Background: an optimization exercise with open tools, aiming at small area. Do not read the settings as production practice.
Function was checked by simulation only, so behaviour that the tests miss may differ from the original.
No activity file was given, so power comes from the tool's default toggle rates.

<file path="design.v">
module r_debug_mw #(
   parameter int ADDR_BYTES  = 4,
   parameter int MAX_WORDS   = 16,
   parameter int TIMEOUT_CYC = 4096
) (
   input  logic        clk,
   input  logic        reset,
   output logic [63:0] O_TDATA,
   output logic        O_TVALID,
   output logic        O_TLAST,
   input  logic        O_TREADY,
   input  logic [63:0] I_TDATA,
   input  logic        I_TVALID,
   input  logic        I_TLAST,
   output logic        I_TREADY,
   output logic [7:0]  tx_data,
   output logic        tx_has_data,
   input  logic        tx_data_consume,
   input  logic [7:0]  rx_data,
   output logic        rx_has_space,
   input  logic        rx_data_produce,
   output logic        busy,
   output logic        err_sticky
);
   localparam logic [2:0] IDLE = 3'd0, CNT = 3'd1, ADDR = 3'd2, PAYLOAD = 3'd3,
                          MREQ = 3'd4, MRESP = 3'd5, TXDATA = 3'd6, TXACK = 3'd7;
   logic [2:0]   state;
   logic [511:0] sb;           
   logic [31:2]  addr;
   logic [4:0]   n;            
   logic [1:0]   opc;          
   logic [5:0]   c;            
   logic [11:0]  tcnt;         
   logic [3:0]   p;            
   logic         swap, zero;   
   logic         tmo;          
   logic         drain, tx_ld;
   logic         tx_sh, rx_ok, is_rd, is_wrs, is_fill, a, last_pay, acc, wr_en, cap, tx_free;
   logic [4:0]   e;
   assign a            = addr[2];
   assign tcnt         = addr[23:12];
   assign tx_data      = addr[31:24];
   assign tmo          = addr[9];
   assign zero         = addr[8];
   assign swap         = addr[7];
   assign p            = addr[6:3];    
   assign is_rd        = (opc == 2'b11);
   assign is_wrs       = (opc == 2'b10);
   assign is_fill      = (opc == 2'b01);
   assign rx_has_space = !state[2];
   assign busy         = (state != IDLE);
   assign O_TVALID     = (state == MREQ);
   assign rx_ok        = rx_data_produce && rx_has_space;
   assign e            = n + {4'd0, a} + 5'd1;           
   assign last_pay     = (c[1:0] == 2'd3) && (is_fill || c[5:2] == e[3:0]);
   assign O_TLAST      = is_rd || (c[3:0] == e[4:1]);
   assign I_TREADY     = drain || (state == MRESP && (!is_rd || p[3]));
   assign acc          = I_TVALID && I_TREADY && !drain;
   assign wr_en        = (state == PAYLOAD) && rx_data_produce;
   assign cap          = (state == MRESP) && is_rd && acc;
   assign tx_free      = !tx_ld && !tx_has_data;
   assign tx_sh        = !p[3] && tx_free && (state == MRESP || state == TXDATA);
   logic        hsel;
   logic [7:0]  bsel;
   logic [63:0] header;
   assign hsel   = (c[3:0] == 4'd0);
   assign header = {{6'd0, is_rd, !is_rd}, {4'd0, e[4:1]}, {4'hF, {4{!a}}}, {{4{e[0]}}, 4'hF},
                    addr[31:3], 3'd0};
   always_comb
      for (int k = 0; k < 8; k++) bsel[k] = (c[2:0] == 3'(k)) && !hsel;
   r_debug_mw_omux u_omux (.sel({hsel, bsel}), .h(header), .d(sb), .q(O_TDATA));
   logic [511:0] sb_in;
   always_comb begin
      for (int w = 0; w < 16; w++) sb_in[32*w +: 32] = {rx_data, sb[32*w+8 +: 24]};
      if (is_rd) sb_in[31:24] = sb[39:32];
   end
   always_ff @(posedge clk)
      for (int w = 0; w < 16; w++) begin
         if (w < 2 && cap)
            sb[32*w +: 32] <= I_TDATA[32*w +: 32];
         else if ((w < 2 && tx_sh) || (wr_en && (is_fill || c[5:2] == 4'(w))))
            sb[32*w +: 32] <= sb_in[32*w +: 32];
      end
   logic tz, tend;
   assign tz   = (tcnt[10:0] == 11'd0);
   assign tend = tz && tcnt[11];
   always_ff @(posedge clk) begin
      if (reset) begin
         state <= IDLE; tx_ld <= 1'b0; tx_has_data <= 1'b0;
         err_sticky <= 1'b0; drain <= 1'b0;
      end else begin
         tx_ld <= 1'b0;
         if (tx_ld) tx_has_data <= 1'b1;
         else if (tx_data_consume) tx_has_data <= 1'b0;
         if (tx_sh) begin
            addr[31:24] <= zero ? 8'd0 : swap ? sb[39:32] : sb[7:0];
            tx_ld       <= 1'b1;
            addr[6:3]   <= p + 4'd1;
         end
         if (drain && I_TVALID && I_TLAST) drain <= 1'b0;
         case (state)
            IDLE: begin
               c <= '0;
               if (rx_ok) begin
                  opc <= {rx_data[1], rx_data[2] | !rx_data[0]};
                  addr[9] <= (rx_data != 8'h04);    
                  if (rx_data == 8'h04) state <= TXACK;
                  else if (rx_data == 8'h01 || rx_data == 8'h02 || rx_data == 8'h03 || rx_data == 8'h05)
                     state <= CNT;
                  else state <= TXACK;
               end
            end
            CNT: if (rx_ok) begin
               n <= rx_data[4:0];
               if (rx_data == 8'd0 || rx_data > 8'd16) begin addr[9] <= 1'b1; state <= TXACK; end
               else state <= ADDR;
            end
            ADDR: if (rx_ok) begin
               addr <= {rx_data, addr[31:10]};    
               c <= c + 6'd1;
               if (c[1:0] == 2'd3) begin
                  if (is_rd) begin c <= '0; state <= MREQ; end
                  else begin c <= {3'b001, addr[10], 2'b00}; state <= PAYLOAD; end
               end
            end
            PAYLOAD: if (rx_ok) begin
               c <= c + 6'd1;
               if (last_pay) begin c <= '0; state <= MREQ; end
            end
            MREQ: if (O_TREADY) begin
               if (O_TLAST) begin
                  addr[23:12] <= '0; addr[9] <= 1'b0; addr[6] <= 1'b1; state <= MRESP;
               end
               else c <= c + 6'd1;
            end
            MRESP: begin
               if (acc) addr[23:12] <= '0;
               else if (!I_TVALID)
                  addr[23:12] <= {tcnt[10:0], tcnt[11] ^ tcnt[7] ^ tcnt[1] ^ tcnt[0] ^ tz};
               if (acc) begin
                  if (is_rd) begin
                     addr[8] <= 1'b0; c <= 6'd1;
                     if (c == 6'd0 && a) begin
                        addr[6:3] <= 4'd4; addr[7] <= 1'b1; n <= n - 5'd1;
                     end else if (n >= 5'd2) begin
                        addr[6:3] <= 4'd0; addr[7] <= 1'b0; n <= n - 5'd2;
                     end else if (n != 5'd0) begin
                        addr[6:3] <= 4'd4; addr[7] <= 1'b0; n <= '0;
                     end
                     if (I_TLAST) state <= TXDATA;
                  end else if (I_TLAST) begin
                     if (is_wrs) state <= TXACK;
                     else state <= IDLE;
                  end
               end else if (!I_TVALID && tend) begin
                  err_sticky <= 1'b1; drain <= 1'b1; addr[9] <= 1'b1;
                  if (is_rd) state <= TXDATA;
                  else if (is_wrs) state <= TXACK;
                  else state <= IDLE;
               end
            end
            TXDATA: if (p[3] && tx_free) begin
               if (n != 5'd0) begin
                  addr[8] <= 1'b1; addr[6:3] <= 4'd4; n <= n - 5'd1;
               end else if (tmo) state <= TXACK;
               else state <= IDLE;
            end
            TXACK: if (tx_free) begin
               addr[31:24] <= tmo ? 8'hEE : is_wrs ? 8'hAA : 8'hA5;
               tx_ld       <= 1'b1;
               if (tmo) err_sticky <= 1'b1;
               addr[9]     <= 1'b0;
               n           <= '0;
               addr[6]     <= 1'b1;    
               state       <= TXDATA;
            end
         endcase
      end
   end
endmodule
module r_debug_mw_omux (
   input  logic [8:0]   sel,      
   input  logic [63:0]  h,
   input  logic [511:0] d,
   output logic [63:0]  q
);
   always_comb begin
      q = {64{sel[8]}} & h;
      for (int k = 0; k < 8; k++) q = q | ({64{sel[k]}} & d[64*k +: 64]);
   end
endmodule
</file>
<file path="flow/run.sh">
#!/bin/bash
# Standard ORFS layout with: an area-oriented ABC script for the final technology mapping,
# a hand-mapped netlist for the request beat selection, the smallest buffer for port
# buffering, and CTS without dummy loads.
set -euo pipefail
export FLOW_WORK=$(pwd)
export MY_ABC_SCRIPT=$FLOW_WORK/flow/area.script
export MY_OMUX=$FLOW_WORK/omux_gates.v
python3 flow/gen_omux.py > omux_gates.v
export BUFFER_PORTS_ARGS="-buffer_cell sky130_fd_sc_hd__buf_1"
export CTS_ARGS="-sink_clustering_enable -repair_clock_nets -dont_use_dummy_load -sink_clustering_size 10 -sink_clustering_max_diameter 40 -buf_list \"sky130_fd_sc_hd__clkbuf_4 sky130_fd_sc_hd__clkbuf_8\""
bash standard.sh SYNTH_SCRIPT=$FLOW_WORK/flow/wrap.tcl SYNTH_KEEP_MODULES=r_debug_mw_omux finish > standard.log 2>&1
</file>
<file path="flow/area.script">
strash
&get -n
&deepsyn -T 30
&put
dc2
dch -f
amap -F 8 -A 16
topo
stime -c
</file>
<file path="flow/gen_omux.py">
#!/usr/bin/env python3
"""Writes a gate-level sky130hd netlist of r_debug_mw_omux (the request beat selection):
q[i] = OR over k of sel[k] & d[64k+i] (k = 0..7), OR sel[8] & h[i].
Each bit is three AND-OR-invert gates and a NAND3. Header bits that are constant in
r_debug_mw (0 or 1) are specialised: h[i] is not used there."""
ZERO = set(range(0, 3)) | set(range(52, 56)) | set(range(58, 64))
ONE = set(range(32, 36)) | set(range(44, 48))
P = "sky130_fd_sc_hd__"
out = ["module r_debug_mw_omux (sel, h, d, q);",
       "  input [8:0] sel;", "  input [63:0] h;", "  input [511:0] d;", "  output [63:0] q;"]
for i in range(64):
    out.append(f"  wire y0_{i}, y1_{i}, y2_{i};")
    dd = [f"d[{64 * k + i}]" for k in range(8)]
    out.append(f"  {P}a222oi_1 g0_{i} (.A1(sel[0]), .A2({dd[0]}), .B1(sel[1]), .B2({dd[1]}), "
               f".C1(sel[2]), .C2({dd[2]}), .Y(y0_{i}));")
    out.append(f"  {P}a222oi_1 g1_{i} (.A1(sel[3]), .A2({dd[3]}), .B1(sel[4]), .B2({dd[4]}), "
               f".C1(sel[5]), .C2({dd[5]}), .Y(y1_{i}));")
    if i in ZERO:
        out.append(f"  {P}a22oi_1 g2_{i} (.A1(sel[6]), .A2({dd[6]}), .B1(sel[7]), .B2({dd[7]}), "
                   f".Y(y2_{i}));")
    elif i in ONE:
        out.append(f"  {P}a221oi_1 g2_{i} (.A1(sel[6]), .A2({dd[6]}), .B1(sel[7]), .B2({dd[7]}), "
                   f".C1(sel[8]), .Y(y2_{i}));")
    else:
        out.append(f"  {P}a222oi_1 g2_{i} (.A1(sel[6]), .A2({dd[6]}), .B1(sel[7]), .B2({dd[7]}), "
                   f".C1(sel[8]), .C2(h[{i}]), .Y(y2_{i}));")
    out.append(f"  {P}nand3_1 g3_{i} (.A(y0_{i}), .B(y1_{i}), .C(y2_{i}), .Y(q[{i}]));")
out.append("endmodule")
print("\n".join(out))
</file>
<file path="flow/wrap.tcl">
# The standard synthesis script (synth_recipe.tcl), with two changes that leave the
# registers as the standard synthesis makes them:
# - the final ABC mapping runs flow/area.script (area-oriented) instead of ORFS's
#   delay-oriented script;
# - r_debug_mw_omux, kept as its own module (SYNTH_KEEP_MODULES), is replaced by the
#   hand-mapped netlist flow/gen_omux.py writes, before the design is flattened.
proc synth {args} { yosys synth -nofsm -noshare {*}$args }
proc abc {args} {
  set i [lsearch $args -script]
  if { $i >= 0 } { lset args [expr {$i + 1}] $::env(MY_ABC_SCRIPT) }
  yosys abc {*}$args
}
source $::env(SCRIPTS_DIR)/synth.tcl
yosys delete r_debug_mw_omux
yosys read_verilog $::env(MY_OMUX)
yosys hierarchy -top $::env(DESIGN_NAME)
# left out here: clear keep_hierarchy, flatten, clean up, hide names made inside functions, write 1_2_yosys.v
</file>
<file path="standard.sh">
#!/bin/bash
# synth_recipe.tcl (not shown) runs the flow's synth.tcl, then flattens the netlist and writes it again
# the make line also repeats each setting of config.mk as NAME=value (left out here)
make -C /OpenROAD-flow-scripts/flow DESIGN_CONFIG=/design/flow/config.mk WORK_HOME=/design/flow/orfs CLKGATE_MAP_FILE= SYNTH_SCRIPT=/design/flow/synth_recipe.tcl "${@:-finish}"
</file>
<file path="config.mk">
export PLATFORM = sky130hd
export DESIGN_NAME = r_debug_mw
export DESIGN_NICKNAME = r_debug_mw
export VERILOG_FILES = /design/flow/design.v
export SDC_FILE = /design/flow/constraint.sdc
export NUM_CORES = 4
export LEC_CHECK = 0
export CAP_MARGIN = 0
export CORE_MARGIN = 2
export CORE_UTILIZATION = 65
export PLACE_DENSITY = 0.75
export SLEW_MARGIN = 0
</file>
<file path="constraint.sdc">
create_clock -name core_clock -period 6.0 [get_ports {clk}]
set_input_delay 1.2000 -clock core_clock [delete_from_list [all_inputs] [get_ports {clk}]]
set_output_delay 1.2000 -clock core_clock [all_outputs]
set_load 0.01 [all_outputs]
</file>
==> notes.md, run 1 <==
Max-slew headroom = 0.08301
Worst Setup End Kind = output port
Cells after Synth = 1268
CTS buffer count = 69
RSZ-0062 raised after global routing = no
Worst-Margin Slew = 1373 ps
Max-cap violations = 0
Die Y = 186.1 µm
Site Rows = 66
Postcts setup bufs = 0
Post-route minimum period = 5033 ps
Post-CTS resize count = 0
Vias/cell = 7.314
HP Class = reg2reg
Ys Warns = 16
Starting Density = 0.6608
Worst path required time = 4800 ps
P per Cell Area = 398.9 nW/µm²
Gp weighted congestion = 0.9742
Total iterations of the first detailed-routing run = 13
# IOs = 158
Share of cells above drive strength 1 = 0.08733
DRC errors left = 0
Hold_buf cts = 0
Die span in x = 186.1 µm
Setup TNS = 0 ps
Final hold viol count = 0
Post-route cell area = 24120 µm²
Net Count, Synth = 1362
Gr ovfl total = 0
Final clock period utilization by the worst path = 0.8389
HPWL Detailed = 36470 µm
# port buffers = 157
Setup crit start kind = flop
WL final = 57880 µm
Final Max Tran Viols = 0
GRT Total Usage = 0.3352
Final Skew = 55.70 ps
Final Util = 0.7395
WHS = 407.5 ps
Layout area overhead = 11.92%
CTS tree = built
Die ar. = 34630 µm²
Max VDD drop = 0.3731 mV
Dpl cell area = 23170 µm²
Worst-Skew Late Latency = 600 ps
# H-tree levels = 3
Starting DRT DRC Count = 2807
N_diodes = 0
Vias in the first global route = 13790
Initial antenna violation count = 1
Post-detailed-route wirelength per cell = 29.46 µm
Total number of vias = 14370
Status = timing/DRC/antenna clean
Clock Sinks = 562
Fmax = 198.7 MHz
CTS Root Cell = clkbuf_8
CP Max Fanout = 64
Clock buffer depth = 3
First-pass GRT wire length = 84230 µm
Synthesized cell area = 21550 µm²
Crit Path Class = reg2out
DRT antenna net count = 0
P_leak = 7.620 nW
Nets = 1619
Clock edge transition at the registers on the reported setup and hold paths = 70 ps
Fillcell total = 2051
Core region area = 32620 µm²
WP data arrival = 3830 ps
Pin count of the biggest net entering global routing = 65
Setup Viol. Count Final = 0
Synth Area per Inst = 17.00 µm²
-- final cells by class --
type                       count  area (µm²)  share of cell area
sequential                   562       16810              0.6967
multi-input combinational    612        4611              0.1911
clock buffer                  69       949.7             0.03937
timing repair buffer         194       879.6             0.03646
tap                          442       553.0             0.02293
inverter                      86       322.8             0.01338
-- worst max-delay path: stages, from the launching register on --
cell	delay, ps
edfxtp_1	490
clkinv_1	150
ha_1	160
clkinv_1	180
nor3_4	270
buf_4	670
nor2b_4	50
buf_4	410
a222oi_1	490
nand3_1	170
buf_1	160
-- cells in the final DEF, fill, tap and decap left out, drive strengths merged, types with 15 or more instances in the layout --
master and count:
a21oi 19, a221oi 16, a222oi 177, a22o 50, buf 194, clkbuf 69
clkinv 85, edfxtp 555, ha 15, nand2 41, nand3 66, nor2 61
nor3 23, o21ai 52, o22ai 25
-- where the power goes --
| group | internal [mW] | switching (mW) |
|---|---|---|
| Clock | 1.02 | 1.22 |
| Sequential | 4.56 | 0.203 |
| Combinational | 0.853 | 1.77 |
-- flip-flops by register name (all words and copies together) (netlist names) --
name and count:
sb 512, addr 30, n 5, opc 2, drain 1, err_sticky 1, c 6, state 3
tx_has_data 1, tx_ld 1
-- worst paths after layout --
check	cells past startpoint	to	start	slack, ps
max	10	O_TDATA[22]	c[0]	970
min	0	sb[304]	sb[312]	410
max reg2reg	11	sb[50]	state[2]	1390
min reg2reg	0	sb[304]	sb[312]	410
-- layer usage --
metal  vias up  global-route usage  routed length, µm
li1       6003                   -                  -
met1      7061              0.4948              21900
met2      1192              0.5028              26440
met3       114             0.07102               7781
met4         2              0.1187               1745
met5         -                   0                 14
-- stage by stage --
step	instances	power (mW)	worst slack, ps
floorplan	1268	6.325	19.48
global placement	1896	7.363	1688
detailed placement	1896	7.407	1480
CTS	1965	9.589	1006
global route	1965	9.976	835.9
finish	1965	9.622	966.6
==> inputs of run 2 (changes only) <==
--- a/flow/run.sh
+++ b/flow/run.sh
@@ -9,4 +9,4 @@
 python3 flow/gen_omux.py > omux_gates.v
 export BUFFER_PORTS_ARGS="-buffer_cell sky130_fd_sc_hd__buf_1"
-export CTS_ARGS="-sink_clustering_enable -repair_clock_nets -dont_use_dummy_load -sink_clustering_size 10 -sink_clustering_max_diameter 40 -buf_list \"sky130_fd_sc_hd__clkbuf_4 sky130_fd_sc_hd__clkbuf_8\""
+export CTS_ARGS="-sink_clustering_enable -repair_clock_nets -dont_use_dummy_load -sink_clustering_size 10 -sink_clustering_max_diameter 40 -buf_list sky130_fd_sc_hd__clkbuf_4"
 bash standard.sh SYNTH_SCRIPT=$FLOW_WORK/flow/wrap.tcl SYNTH_KEEP_MODULES=r_debug_mw_omux finish > standard.log 2>&1
==> run 2 against run 1 <==
Compared with the run above:
- still clean on timing, DRC and antenna
- power down 6.0%
- sequential share of layout area up 1.3 points
- combinational power about the same
- critical path depth unchanged
- clock power down 25%
- final area down 1.8%
- global-route usage about the same
- sequential power about the same
- die area unchanged
- synthesized cell count unchanged
- wire length down 0.19%
- critical path type unchanged
==> notes.md, run 2 <==
Setup Viol. Count Final = 0
Ys Warns = 16
CTS tree = built
Sw Pwr = 3.108 mW
Vias in the first global route = 13800
CTS buffer count = 69
First-pass GRT wire length = 84140 µm
Max-slew headroom = 0.1005
P per Cell Area = 381.7 nW/µm²
Pre-CTS setup slack = 1480 ps
Internal power = 5.934 mW
WP data arrival = 3990 ps
CP delay by family, top = buffers and inverters
CTS Root Cell = clkbuf_4
CP Max Fanout = 64
Gp weighted congestion = 0.9742
Synth Area per Inst = 17.00 µm²
Hold_buf cts = 0
Worst path required time = 4800 ps
Total number of vias = 14330
Fillcell total = 2122
Gr ovfl total = 0
Commonest non-fill, non-tap cell in the layout = edfxtp_1
Total iterations of the first detailed-routing run = 11
Setup WS post-layout = 807.1 ps
Die Y = 186.1 µm
Max VDD drop = 0.2650 mV
HP Class = reg2reg
Cells after Synth = 1268
# H-tree levels = 3
Biggest register = sb
Crit path max-delay cell type = buf_4
Site Rows = 66
Post-route minimum period = 5193 ps
Postcts setup bufs = 0
Layout area overhead = 9.927%
GRT Total Usage = 0.3353
Top flop regs = sb (512), addr (30), c (6)
Pin count of the biggest net entering global routing = 65
Cell Chain, Critical Path = clkinv_1 -> ha_1 -> clkinv_1 -> nor3_4 -> buf_4 -> nor2b_4 -> buf_4 -> a222oi_1 -> nand3_1 -> buf_1
Buffers and inverters on the worst path = 5
Clock buffer depth = 3
Status = timing/DRC/antenna clean
Final Max Tran Viols = 0
Starting DRT DRC Count = 2915
Core region area = 32620 µm²
HPWL Detailed = 36470 µm
Flop pwr share = 0.525
Die ar. = 34630 µm²
Clock share of power = 0.185
# IOs = 158
Worst-Margin Slew = 1346 ps
Share of cells above drive strength 1 = 0.08733
Clock Sinks = 562
Starting Density = 0.6608
Setup crit start kind = flop
Nets = 1619
DRT antenna net count = 0
Final clock period utilization by the worst path = 0.8655
Post-CTS resize count = 0
Max FFs per register = 512
Post-detailed-route wirelength per cell = 29.38 µm
Max-cap violations = 0
Synthesized cell area = 21550 µm²
Crit Path Class = reg2out
Clock edge transition at the registers on the reported setup and hold paths = 100 ps
Crit path largest cell delay = 670 ps
Final Util = 0.7264
Design Power = 9.043 mW
Storage cell area = 16810 µm²
Fmax = 192.6 MHz
Final Skew = 75.82 ps
Worst-Skew Late Latency = 730 ps
Final hold viol count = 0
P_leak = 7.441 nW
Worst Setup End Kind = output port
Vias/cell = 7.289
Die span in x = 186.1 µm
Multi-input gate area = 4611 µm²
Net Sw Frac = 0.3437
Setup TNS = 0 ps
DRC errors left = 0
Logic pwr share = 0.290
Commonest cells after routing, fill and taps aside = edfxtp_1 (555), a222oi_1 (177), buf_1 (157), clkinv_1 (85), clkbuf_4 (69)
WL final = 57770 µm
Initial antenna violation count = 2
Net Count, Synth = 1362
# port buffers = 157
RSZ-0062 raised after global routing = no
==> run 2: cell type report <==
cell class                      count  area share
Sequential cell                   562      0.7093
Clock buffer                       69     0.02186
Inverter                           86     0.01362
Antenna cell                        1   0.0001056
Timing Repair Buffer              194     0.03713
Tap cell                          442     0.02334
Multi-Input combinational cell    612      0.1946
==> run 2: worst paths after layout <==
check / startpoint / cells past startpoint / slack [ps] / to
max: c[0] / 10 / 810 / O_TDATA[22]
max reg2reg: state[2] / 11 / 1370 / sb[50]
min: sb[426] / 0 / 400 / sb[418]
min reg2reg: sb[426] / 0 / 400 / sb[418]
==> run 2: power groups by stage <==
stage	combinational [mW]	clock, mW	sequential (mW)
detailed placement	2.58	0	4.83
global placement	2.54	0	4.82
finish	2.62	1.67	4.75
CTS	2.59	1.68	4.74
global route	2.81	1.82	4.77
floorplan	1.58	0	4.74
==> run 2: routing by layer <==
layer | up-vias | global-route usage | share of wire
met4 | 2 | 0.1225 | 0.031
met2 | 1142 | 0.5026 | 0.46
li1 | 6036 | - | -
met3 | 113 | 0.06868 | 0.13
met1 | 7038 | 0.4951 | 0.38
met5 | - | 0 | 0.00023
==> run 2: metrics by stage <==
step | hold WS, ps | std cells | instance area (µm²)
floorplan | 411.7 | 1268 | 21560
global placement | 420.7 | 1896 | 23170
detailed placement | 433.5 | 1896 | 23170
CTS | 411.4 | 1965 | 23690
global route | 414.8 | 1966 | 23690
finish | 402.6 | 1966 | 23690
==> inputs of run 3 (changes only) <==
--- a/design.v
+++ b/design.v
@@ -75,11 +75,9 @@
       if (is_rd) sb_in[31:24] = sb[39:32];
    end
+   logic [15:0] sb_en;         
+   r_debug_mw_wen u_wen (.wr_en(wr_en), .fill(is_fill), .cs(c[5:2]), .xs(cap || tx_sh), .en(sb_en));
    always_ff @(posedge clk)
-      for (int w = 0; w < 16; w++) begin
-         if (w < 2 && cap)
-            sb[32*w +: 32] <= I_TDATA[32*w +: 32];
-         else if ((w < 2 && tx_sh) || (wr_en && (is_fill || c[5:2] == 4'(w))))
-            sb[32*w +: 32] <= sb_in[32*w +: 32];
-      end
+      for (int w = 0; w < 16; w++)
+         if (sb_en[w]) sb[32*w +: 32] <= (w < 2 && cap) ? I_TDATA[32*w +: 32] : sb_in[32*w +: 32];
    logic tz, tend;
    assign tz   = (tcnt[10:0] == 11'd0);
@@ -190,2 +188,12 @@
    end
 endmodule
+module r_debug_mw_wen (
+   input  logic        wr_en,
+   input  logic        fill,
+   input  logic [3:0]  cs,
+   input  logic        xs,
+   output logic [15:0] en
+);
+   always_comb
+      for (int w = 0; w < 16; w++) en[w] = (wr_en && (fill || cs == 4'(w))) || (w < 2 && xs);
+endmodule
==> flow/run.sh (replaced) <==
#!/bin/bash
# Standard ORFS layout with: an area-oriented ABC script for the final technology mapping,
# hand-mapped netlists for the request beat selection and the word write enables, the
# smallest buffer for port buffering, and CTS without dummy loads.
set -euo pipefail
export FLOW_WORK=$(pwd)
export MY_ABC_SCRIPT=$FLOW_WORK/flow/area.script
export MY_OMUX=$FLOW_WORK/omux_gates.v
python3 flow/gen_omux.py > omux_gates.v
export BUFFER_PORTS_ARGS="-buffer_cell sky130_fd_sc_hd__buf_1"
export CTS_ARGS="-sink_clustering_enable -repair_clock_nets -dont_use_dummy_load -sink_clustering_size 10 -sink_clustering_max_diameter 40 -buf_list sky130_fd_sc_hd__clkbuf_4"
bash standard.sh SYNTH_SCRIPT=$FLOW_WORK/flow/wrap.tcl SYNTH_KEEP_MODULES="r_debug_mw_omux r_debug_mw_wen" finish > standard.log 2>&1
--- a/flow/gen_omux.py
+++ b/flow/gen_omux.py
@@ -1,4 +1,5 @@
 #!/usr/bin/env python3
-"""Writes a gate-level sky130hd netlist of r_debug_mw_omux (the request beat selection):
+"""Writes gate-level sky130hd netlists of r_debug_mw_omux (the request beat selection) and
+r_debug_mw_wen (the word write enables). r_debug_mw_omux:
 q[i] = OR over k of sel[k] & d[64k+i] (k = 0..7), OR sel[8] & h[i].
 Each bit is three AND-OR-invert gates and a NAND3. Header bits that are constant in
@@ -28,2 +29,26 @@
 out.append("endmodule")
 print("\n".join(out))
+
+# r_debug_mw_wen: en[w] = wr_en & (fill | cs == w) | (w < 2) & xs, with drivers sized for
+# the 32 enable pins each output feeds.
+w = ["module r_debug_mw_wen (wr_en, fill, cs, xs, en);",
+     "  input wr_en, fill, xs;", "  input [3:0] cs;", "  output [15:0] en;",
+     "  wire [3:0] csn, lo, hi;", "  wire wn, fw;"]
+for i in range(4):
+    w.append(f"  {P}inv_1 gi{i} (.A(cs[{i}]), .Y(csn[{i}]));")
+w.append(f"  {P}inv_1 giw (.A(wr_en), .Y(wn));")
+w.append(f"  {P}and2_1 gfw (.A(wr_en), .B(fill), .X(fw));")
+for j in range(4):
+    b0 = "csn[0]" if j & 1 else "cs[0]"
+    b1 = "csn[1]" if j & 2 else "cs[1]"
+    w.append(f"  {P}nor2_1 glo{j} (.A({b0}), .B({b1}), .Y(lo[{j}]));")
+    b2 = "csn[2]" if j & 1 else "cs[2]"
+    b3 = "csn[3]" if j & 2 else "cs[3]"
+    w.append(f"  {P}nor3_1 ghi{j} (.A(wn), .B({b2}), .C({b3}), .Y(hi[{j}]));")
+for k in range(16):
+    if k < 2:
+        w.append(f"  {P}a211o_2 ge{k} (.A1(hi[{k >> 2}]), .A2(lo[{k & 3}]), .B1(fw), .C1(xs), .X(en[{k}]));")
+    else:
+        w.append(f"  {P}a21o_2 ge{k} (.A1(hi[{k >> 2}]), .A2(lo[{k & 3}]), .B1(fw), .X(en[{k}]));")
+w.append("endmodule")
+print("\n".join(w))
--- a/flow/wrap.tcl
+++ b/flow/wrap.tcl
@@ -3,6 +3,7 @@
 # - the final ABC mapping runs flow/area.script (area-oriented) instead of ORFS's
 #   delay-oriented script;
-# - r_debug_mw_omux, kept as its own module (SYNTH_KEEP_MODULES), is replaced by the
-#   hand-mapped netlist flow/gen_omux.py writes, before the design is flattened.
+# - r_debug_mw_omux and r_debug_mw_wen (combinational only), kept as modules of their own
+#   (SYNTH_KEEP_MODULES), are replaced by the hand-mapped netlists flow/gen_omux.py writes,
+#   before the design is flattened.
 proc synth {args} { yosys synth -nofsm -noshare {*}$args }
 proc abc {args} {
@@ -12,5 +13,5 @@
 }
 source $::env(SCRIPTS_DIR)/synth.tcl
-yosys delete r_debug_mw_omux
+yosys delete r_debug_mw_omux r_debug_mw_wen
 yosys read_verilog $::env(MY_OMUX)
 yosys hierarchy -top $::env(DESIGN_NAME)
==> run 3 against run 2 <==
Compared with the run above:
- worst hold slack worse by 52 ps
- core utilization down 0.39 points
- clock skew up 32 ps
- die area up 0.79%
- synthesized area up 0.80%
- wire length up 2.7%
- cell count unchanged
- critical path depth down 1
- largest cell class unchanged
- flip-flop and latch count unchanged
- sequential share of layout area up 0.20 points
- register-to-register slack worse by 200 ps
- maximum frequency down 0.87%
==> notes.md, run 3 <==
Worst Setup End Kind = output port
Dpl cells = 1896
WL final = 59330 µm
Finished Layout Cells = 1966
Max-cap violations = 0
Die Y = 186.8 µm
DRT antenna net count = 0
Max FFs per register = 512
Starting DRT DRC Count = 2769
Worst-Margin Slew = 1314 ps
CTS Root Cell = clkbuf_4
Biggest register = sb
Postcts setup bufs = 0
Post-CTS resize count = 0
Setup TNS = 0 ps
Core region area = 32700 µm²
Worst path required time = 4800 ps
HPWL Detailed = 37570 µm
CTS tree = built
Cells after Synth = 1277
WP data arrival = 4040 ps
Setup Viol. Count Final = 0
Gr ovfl total = 0
Final hold viol count = 0
GRT Total Usage = 0.3384
Commonest cells after routing, fill and taps aside = edfxtp_1 (555), a222oi_1 (175), buf_1 (157), clkinv_1 (73), clkbuf_4 (69)
Post-route minimum period = 5239 ps
P per Cell Area = 394.8 nW/µm²
Synth Area per Inst = 17.01 µm²
Final clock period utilization by the worst path = 0.8731
Hold_buf cts = 0
RSZ-0062 raised after global routing = no
Max-slew headroom = 0.1218
# IOs = 158
Synthesized cell area = 21730 µm²
Final Skew = 107.9 ps
Crit Path Class = reg2out
Worst-Skew Late Latency = 720 ps
Setup crit start kind = flop
Hold path depth = 0
Post-detailed-route wirelength per cell = 30.18 µm
Top flop regs = sb (512), addr (30), c (6)
Site Rows = 66
Gp weighted congestion = 0.9836
Layout area overhead = 8.742%
Starting Density = 0.6644
WHS = 351.0 ps
Status = timing/DRC/antenna clean
Share of cells above drive strength 1 = 0.08142
CTS buffer count = 69
Max VDD drop = 0.3003 mV
Total number of vias = 14460
Die ar. = 34900 µm²
Nets = 1623
Die span in x = 186.8 µm
Initial antenna violation count = 1
DRC errors left = 0
Vias/cell = 7.356
P_leak = 7.441 nW
Total iterations of the first detailed-routing run = 12
Clock Sinks = 562
# port buffers = 157
Clock buffer depth = 3
Vias in the first global route = 13990
R2R Path Start = state[2]
Hold Crit Start = sb[184]
Final Max Tran Viols = 0
# H-tree levels = 3
Worst Setup SP = c[0]
First-pass GRT wire length = 87680 µm
Fmax = 190.9 MHz
Ys Warns = 17
R2r setup slk = 1170 ps
Commonest non-fill, non-tap cell in the layout = edfxtp_1
HP Class = reg2reg
FF-to-FF path depth = 12
Net Count, Synth = 1375
Design Power = 9.327 mW
Clock edge transition at the registers on the reported setup and hold paths = 100 ps
CP Max Fanout = 64
Pin count of the biggest net entering global routing = 65
==> run 3: where the power goes <==
part | internal, mW | switching, mW | leakage (nW)
registers | 4.53 | 0.222 | 5.07
clock network | 0.532 | 1.14 | 0.317
logic | 0.970 | 1.93 | 2.06
==> run 3: worst paths after layout <==
check | endpoint
setup / recovery | O_TDATA[47]
hold / removal | sb[176]
setup reg to reg | n[2]
hold reg to reg | sb[176]
==> run 3: final cells by class <==
cell class | instances | area, µm²
diodes | 1 | 2.502
clock buffers | 69 | 518.0
fillers | 2165 | 9076
inverters | 79 | 296.5
multi-input cells | 628 | 4637
flip-flops and latches | 562 | 16810
well taps | 442 | 553.0
repair buffers | 185 | 812.0
==> run 3: metal layers <==
layer | vias to the layer above | track usage | routed length, µm | part of all wire
met1 | 7075 | 0.4967 | 22720 | 0.38
li1 | 6093 | - | - | -
met2 | 1183 | 0.5093 | 27080 | 0.46
met4 | 0 | 0.09615 | 1564 | 0.026
met5 | - | 0 | 0 | 0
met3 | 111 | 0.09099 | 7964 | 0.13
==> run 3: critical path: stages (launching register included) <==
cell      delay [ps]
edfxtp_1         470
clkinv_1         130
ha_1             160
clkinv_1         210
nor3_4           900
nor2b_4           50
buf_4            420
a222oi_1         560
nand3_1          200
buf_1            170
==> run 3: metrics by stage <==
stage | utilization | setup WS [ps] | area (µm²)
2_1_floorplan | - | 390.8 | 21730
3_3_place_gp | 0.7065 | 1212 | 23100
3_5_place_dp | 0.7065 | 1277 | 23100
4_1_cts | 0.7224 | 774.0 | 23620
5_1_grt | 0.7225 | 546.4 | 23630
6_report | 0.7225 | 761.4 | 23630

## port drivers added, routing unchanged
In the flow no input, the clock included, has a driving cell. The finished layouts below were timed again as built, in two steps. Step 1 assumes that a clkbuf_16 drives the clock port and a buf_2 every other input. Step 2 adds t to the input delays and takes it off the output delays; t is the mean of the earliest and latest rising clock arrival at the registers after step 1. Input paths then give back, and output paths get back, about the clock's delay inside the block. a / b / c = ideal / step 1 / step 2; a / b = the first two.
| run | t (ns) | slack for setup (ns) | hold WS [ns] | worst setup path at the end |
|---|---|---|---|---|
| run 1 | 0.619 | 0.967 / 0.916 / 1.391 | 0.407 / 0.407 / 0.407 | register to register |
| run 2 | 0.744 | 0.807 / 0.757 / 1.374 | 0.403 / 0.403 / 0.403 | register to register |
| run 3 | 0.721 | 0.761 / 0.711 / 1.167 | 0.351 / 0.351 / 0.351 | register to register |
After both steps every run listed still meets setup and hold.
